Context: an optimization exercise on an open-source flow, tuned for small area, a short achievable clock period and few clock cycles. The choices shown serve that exercise and are no tape-out recipe.
At most, simulation tests tie the RTL to the original design; equivalence was not proved.
Power is estimated from default activity; no workload was simulated.

old:
## accum_top
module accum_top #(
  parameter int unsigned NumAcc = accum_pkg::NUM_ACC
) (
  input  logic                        clk_state,
  input  logic                        rst_ni,
  input  logic                        psel_i,
  input  logic                        penable_i,
  input  logic                        pwrite_i,
  input  logic [7:0]                  paddr_i,
  input  logic [31:0]                 pwdata_i,
  output logic [31:0]                 prdata_o,
  output logic                        pready_o,
  output logic                        pslverr_o,
  input  logic                        psum_valid_i,
  output logic                        psum_ready_o,
  input  logic [accum_pkg::ACC_W-1:0] psum_data_i,
  output logic                        out_valid_o,
  input  logic                        out_ready_i,
  output logic [accum_pkg::OUT_W-1:0] out_data_o,
  output logic                        done_o
);
==> flow/config.mk <==
export PLATFORM = sky130hd
export DESIGN_NAME = accum_top
export DESIGN_NICKNAME = accum_top
export VERILOG_FILES = /design/flow/design.v
export SDC_FILE = /design/flow/constraint.sdc
export NUM_CORES = 4
export LEC_CHECK = 0
export CAP_MARGIN = 20
export CORE_MARGIN = 2
export CORE_UTILIZATION = 70
export CTS_BUF_LIST = sky130_fd_sc_hd__clkbuf_8
export SETUP_SLACK_MARGIN = 5
export SLEW_MARGIN = 20
==> flow/constraint.sdc <==
create_clock -name core_clock -period 8.5 [get_ports {clk_state}]
set_input_delay 1.7000 -clock core_clock [delete_from_list [all_inputs] [get_ports {clk_state}]]
set_output_delay 1.7000 -clock core_clock [all_outputs]
set_load 0.01 [all_outputs]
standard.sh (not shown) runs the stock make flow with config.mk's settings and CLKGATE_MAP_FILE= SYNTH_SCRIPT=/design/flow/synth_recipe.tcl, a recipe that flattens the netlist after the stock synthesis.
==> flow/flow/run.sh <==
#!/bin/bash
# The standard layout, with clock tree synthesis told not to add dummy loads.
set -euo pipefail
bash standard.sh "CTS_ARGS=-sink_clustering_enable -repair_clock_nets -dont_use_dummy_load -buf_list sky130_fd_sc_hd__clkbuf_8" finish > standard.log 2>&1
Testbench counts of old, summed over its fixed seeds: cycles 8,040.
Here is what was changed in the inputs of new compared with old.
==> flow/run.sh (new file) <==
#!/bin/bash
# synth_recipe.tcl (not shown) runs the flow's synth.tcl, then flattens the netlist and writes it again
# the make line also repeats each setting of config.mk as NAME=value (left out here)
make -C /OpenROAD-flow-scripts/flow DESIGN_CONFIG=/design/flow/config.mk WORK_HOME=/design/flow/orfs CLKGATE_MAP_FILE= SYNTH_SCRIPT=/design/flow/synth_recipe.tcl finish
removed: flow/flow/run.sh
removed: flow/standard.sh
## What came out
Between new and old, it is new whose number of global-route vias before repair is higher, by 227. Higher total routed wire length on the met1 layer goes to new over old. STATUS power spent charging and discharging nets: new loses against old. Summary of new over old: multi-input combinational cell area neither gained nor lost much, detail-routed via count per cell lost 1.0%, global-route wire length before repair picked up an extra 2.2%, worst slew slack as a fraction of its limit picked up an extra 0.39 points, worst hold slack picked up an extra 0.014 ns. From new to old, post-synthesis async set-or-reset flop share did not move at all. Summary: worst setup slack after layout, new worse than old. Area added between synthesis and finish ends up higher on new.

* * *

accum_top again, from the RTL that the note above started with.
## accum_top
module accum_top #(
  parameter int unsigned NumAcc = accum_pkg::NUM_ACC
) (
  input  logic                        clk_state,
  input  logic                        rst_ni,
  input  logic                        psel_i,
  input  logic                        penable_i,
  input  logic                        pwrite_i,
  input  logic [7:0]                  paddr_i,
  input  logic [31:0]                 pwdata_i,
  output logic [31:0]                 prdata_o,
  output logic                        pready_o,
  output logic                        pslverr_o,
  input  logic                        psum_valid_i,
  output logic                        psum_ready_o,
  input  logic [accum_pkg::ACC_W-1:0] psum_data_i,
  output logic                        out_valid_o,
  input  logic                        out_ready_i,
  output logic [accum_pkg::OUT_W-1:0] out_data_o,
  output logic                        done_o
);
  logic [15:0] len_q;
  logic [7:0]  scale_q;
  logic [7:0]  sm_q;          
  logic [7:0]  z_d;
  logic [4:0]  shift_q;
  logic        mode_q;
  logic [3:0]  mode_c;        
  logic [3:0]  wsel_q;        
  logic        s_wr;
  assign pready_o = 1'b1;
  assign s_wr     = psel_i & ~penable_i & pwrite_i;
  always_ff @(posedge clk_state or negedge rst_ni) begin
    if (!rst_ni) begin
      wsel_q  <= '0;
      len_q   <= '0;
      scale_q <= '0;
      sm_q    <= '0;
      shift_q <= '0;
      mode_q  <= 1'b0;
      mode_c  <= '0;
    end else begin
      wsel_q <= {s_wr & (paddr_i == accum_pkg::REG_MODE),
                 s_wr & (paddr_i == accum_pkg::REG_SHIFT),
                 s_wr & (paddr_i == accum_pkg::REG_SCALE),
                 s_wr & (paddr_i == accum_pkg::REG_ACCUM_LEN)};
      if (wsel_q[0]) len_q   <= pwdata_i[15:0];
      if (wsel_q[1]) scale_q <= pwdata_i[7:0];
      sm_q   <= (wsel_q[1] ? pwdata_i[7:0] : scale_q) & {8{~z_d[0]}};
      if (wsel_q[2]) shift_q <= pwdata_i[4:0];
      if (wsel_q[3]) mode_q  <= pwdata_i[0];
  ...
Settings: LEC_CHECK=0, CAP_MARGIN=20, CORE_MARGIN=2, CORE_UTILIZATION=65, CTS_BUF_LIST=sky130_fd_sc_hd__clkbuf_8, SETUP_SLACK_MARGIN=5, SLEW_MARGIN=20; clock period 8.5 ns.
run.sh (not shown) runs the stock make flow with config.mk's settings and CLKGATE_MAP_FILE= SYNTH_SCRIPT=/design/flow/synth_recipe.tcl, a recipe that flattens the netlist after the stock synthesis.
Stock flow here: none of the scripts above is used.
The baseline completed without violations.
Testbench counts at the start, summed over its fixed seeds: cycles 8,040.
Then changed:
CORE_UTILIZATION = 70   (was 65)
PLACE_DENSITY_LB_ADDON = 0.2   (was default)
=>
- The new run ran to the end with no violations
- die area fell by a few percent
- routed wire length rises by a few percent
- global-route usage goes up by 4.3 points
- hold slack barely changes
- core utilization came out higher by 5.1 points
- area after synthesis is unchanged
- setup slack degrades by 45 ps

* * *

v6:
Another version of the RTL of accum_top (not shown whole).
Size: ~2300 cells after synthesis, roughly 430 flip-flops, roughly 180 I/O pins, ~0.023 mm^2 of cells after synthesis.
Settings: LEC_CHECK=0, CAP_MARGIN=20, CORE_MARGIN=2, CORE_UTILIZATION=60, CTS_BUF_LIST=sky130_fd_sc_hd__clkbuf_8, SETUP_SLACK_MARGIN=5, SLEW_MARGIN=20; clock period 8.5 ns.
standard.sh (not shown) runs the stock make flow with config.mk's settings and CLKGATE_MAP_FILE= SYNTH_SCRIPT=/design/flow/synth_recipe.tcl, a recipe that flattens the netlist after the stock synthesis.
==> flow/flow/run.sh <==
#!/bin/bash
# The standard layout, with clock tree synthesis told not to add dummy loads.
set -euo pipefail
bash standard.sh "CTS_ARGS=-sink_clustering_enable -repair_clock_nets -dont_use_dummy_load -buf_list sky130_fd_sc_hd__clkbuf_8" finish > standard.log 2>&1
In summary, v6 completed successfully, with a layout that passed the timing, DRC and antenna checks.
Testbench counts of v6, summed over its fixed seeds: cycles 7,496.
### v6 -> v7
Settings: CORE_UTILIZATION changed from 60 to 65.
Results
Compared with v6, v7 shows a register-to-register slack that is 90 ps higher.
In v7, number of resized instances in the post-cts repair step is lower than in v6.
Status: multi-input combinational cell count parity (v7, v6)
On total placed instance area, v7 and v6 are neck and neck.
[v7] fraction of area in registers rose 0.81 points relative to v6

* * *

## zinc
accum_top, a different RTL version from the one above (not shown whole).
For scale: about 2,200 cells after synthesis, about 180 I/O pins, roughly 23,000 sq um of cells after synthesis.
## accum_top
module accum_top #(
  parameter int unsigned NumAcc = accum_pkg::NUM_ACC
) (
  input  logic                        clk_state,
  input  logic                        rst_ni,
  input  logic                        psel_i,
  input  logic                        penable_i,
  input  logic                        pwrite_i,
  input  logic [7:0]                  paddr_i,
  input  logic [31:0]                 pwdata_i,
  output logic [31:0]                 prdata_o,
  output logic                        pready_o,
  output logic                        pslverr_o,
  input  logic                        psum_valid_i,
  output logic                        psum_ready_o,
  input  logic [accum_pkg::ACC_W-1:0] psum_data_i,
  output logic                        out_valid_o,
  input  logic                        out_ready_i,
  output logic [accum_pkg::OUT_W-1:0] out_data_o,
  output logic                        done_o
);
  logic [15:0] len_q;
  logic [7:0]  scale_q;
  ...
clock: 8.5 ns
lec_check: 0
cap_margin: 20
core_margin: 2
core_utilization: 70
setup_slack_margin: 5
slew_margin: 20
tns_end_percent: 10
run.sh (not shown) runs the stock make flow with config.mk's settings and CLKGATE_MAP_FILE= SYNTH_SCRIPT=/design/flow/synth_recipe.tcl, a recipe that flattens the netlist after the stock synthesis.
Stock flow here: none of the scripts above is used.
zinc: flow completed, timing, DRC and antenna clean
Setup changes, zinc to xenon
- clearing SETUP_SLACK_MARGIN, which used to be 5
- swapping 70 for 60 in CORE_UTILIZATION
- clearing TNS_END_PERCENT, which used to be 10
==> flow/flow/run.sh (new file) <==
#!/bin/bash
# Standard layout, with repair_timing aiming below the clock period.
set -euo pipefail
bash standard.sh SETUP_SLACK_MARGIN=6 finish > standard.log 2>&1
==> flow/standard.sh (new file) <==
#!/bin/bash
# synth_recipe.tcl (not shown) runs the flow's synth.tcl, then flattens the netlist and writes it again
# the make line also repeats each setting of config.mk as NAME=value (left out here)
make -C /OpenROAD-flow-scripts/flow DESIGN_CONFIG=/design/flow/config.mk WORK_HOME=/design/flow/orfs CLKGATE_MAP_FILE= SYNTH_SCRIPT=/design/flow/synth_recipe.tcl "${@:-finish}"
removed: flow/run.sh
--- outcome ---
Core utilization: xenon < zinc
Diff xenon and zinc: number of cells on the critical path lower in zinc
Compared with zinc, in xenon total vias in the final route saw an increase; buffers inserted during post-CTS setup optimization saw an increase; total chip power saw a decrease; fraction of area in clock buffers and inverters saw a decrease.
| total routed wirelength | higher: xenon |
xenon vs. zinc: number of antenna violations at the first check in global routing went up, tightest slew margin relative to the limit now sits higher.
xenon has design area above what zinc had.
Compared with zinc, xenon shows cell-internal power lower by 2.4%.
No run of this note included a check of the RTL's function; only the layout flow was run.

* * *

Setup of the previous run:
Another version of the RTL of accum_top (not shown whole).
Size: ~2900 cells after synthesis, ~23000 sq um of cells after synthesis.
## accum_top
module accum_top #(
  parameter int unsigned NumAcc = accum_pkg::NUM_ACC
) (
  input  logic                        clk_state,
  input  logic                        rst_ni,
  input  logic                        psel_i,
  input  logic                        penable_i,
  input  logic                        pwrite_i,
  input  logic [7:0]                  paddr_i,
  input  logic [31:0]                 pwdata_i,
  output logic [31:0]                 prdata_o,
  output logic                        pready_o,
  output logic                        pslverr_o,
  input  logic                        psum_valid_i,
  output logic                        psum_ready_o,
  input  logic [accum_pkg::ACC_W-1:0] psum_data_i,
  output logic                        out_valid_o,
  input  logic                        out_ready_i,
  output logic [accum_pkg::OUT_W-1:0] out_data_o,
  output logic                        done_o
);
make LEC_CHECK=0 ABC_AREA=1 CAP_MARGIN=20 CORE_MARGIN=2 CORE_UTILIZATION=70 SETUP_SLACK_MARGIN=5 SLEW_MARGIN=20 finish   # period 8.5 ns
Stock flow here: none of the scripts above is used.
The previous run finished every step from synthesis to the final layout, and the layout passed the timing, DRC and antenna checks.
The inputs of the current run differ from those of the previous run as listed below.
Settings: removing ABC_AREA (formerly 1); removing SETUP_SLACK_MARGIN (formerly 5).
==> flow/flow/run.sh (new file) <==
#!/bin/bash
# The standard layout, with repair_timing aiming 5.5 ns below the clock period.
set -euo pipefail
bash standard.sh SETUP_SLACK_MARGIN=5.5 finish > standard.log 2>&1
==> flow/standard.sh (new file) <==
#!/bin/bash
# synth_recipe.tcl (not shown) runs the flow's synth.tcl, then flattens the netlist and writes it again
# the make line also repeats each setting of config.mk as NAME=value (left out here)
make -C /OpenROAD-flow-scripts/flow DESIGN_CONFIG=/design/flow/config.mk WORK_HOME=/design/flow/orfs CLKGATE_MAP_FILE= SYNTH_SCRIPT=/design/flow/synth_recipe.tcl "${@:-finish}"
removed: flow/run.sh
==> run summary <==
- Re global-route usage over all layers: the previous run and the current run aren't equal, and the higher value belongs to the current run.
- Comparing the previous run and the current run, the lower die outline width was measured on the current run.
- Compared with the previous run, the current run improves minimum setup slack in the final design.
- Of the previous run and the current run, the lower area added between synthesis and finish belongs to the previous run.
- The previous run and the current run ended up with roughly the same worst hold slack.
- Comparing the previous run and the current run, total cell area at the placement stage is higher on the previous run.
Function was not checked in any run of this note: the RTL went through the layout flow alone.

* * *

Another version of the RTL of accum_top (not shown whole).
Size: about 2400 cells after synthesis, about 460 flip-flops, roughly 180 I/O pins, roughly 25000 µm² of cells after synthesis.
export LEC_CHECK = 0
export CAP_MARGIN = 20
export CORE_MARGIN = 2
export CORE_UTILIZATION = 40
export SETUP_SLACK_MARGIN = 4
export SLEW_MARGIN = 20
create_clock -name core_clock -period 8.5 [get_ports {clk_state}]
Stock flow here: none of the scripts above is used.
Rerun with:
--- a/flow/config.mk
+++ b/flow/config.mk
@@ -11 +10,0 @@
-export SETUP_SLACK_MARGIN = 4
Effect:
- The changed run completed with no timing, DRC or antenna violations
- setup slack degrades by 0.11 ns
- die area is unchanged
- area after synthesis is unchanged
- clock power barely changes
- utilization stays flat
- routed wire length stays flat
- sequential cell count stays the same
- total power hardly moves
Function was not checked in any run of this note: the RTL went through the layout flow alone.

==> what the ideal ports hide <==
The flow's constraints put no driver on any port. The routed layouts listed below were extracted and timed again, unchanged, in two steps.
Step 1, drivers: a clkbuf_16 drives clk_state and a buf_2 each remaining input, both assumed.
Step 2 adds t to the input delays and takes it off the output delays; t is the mean of the earliest and latest rising clock arrival at the registers after step 1. Input paths then give back, and output paths get back, about the clock's delay inside the block.
Three values: ideal ports, drivers, drivers and shift; two values: the first two.
run	shift t [ns]	setup WS [ns]	clock arrival spread, ns	cell pins on the clock port's net
old	0.648	4.937 / 4.888 / 4.492	0.071 / 0.072	1
new	0.685	4.877 / 4.829 / 4.383	0.026 / 0.026	1
the first run of note 2	0.657	4.968 / 4.916 / 4.448	0.042 / 0.043	1
the second run of note 2	0.651	4.923 / 4.877 / 4.431	0.047 / 0.047	1
v6	0.639	4.827 / 4.848 / 4.209	0.094 / 0.095	1
v7	0.648	4.950 / 4.900 / 4.451	0.096 / 0.096	1
zinc	0.595	4.740 / 4.687 / 4.287	0.032 / 0.033	1
xenon	0.608	4.798 / 4.745 / 4.590	0.023 / 0.022	1
the previous run	0.624	4.919 / 4.863 / 4.510	0.022 / 0.022	1
the current run	0.605	4.947 / 4.947 / 4.715	0.027 / 0.027	1
the first run of note 6	0.643	4.141 / 4.085 / 3.555	0.031 / 0.031	1
the second run of note 6	0.643	4.034 / 4.069 / 3.426	0.032 / 0.032	1
After both steps every run listed still meets setup and hold. For v6, which loses most, drivers alone change the setup slack by +0.021 ns; drivers and shift together by -0.618 ns.
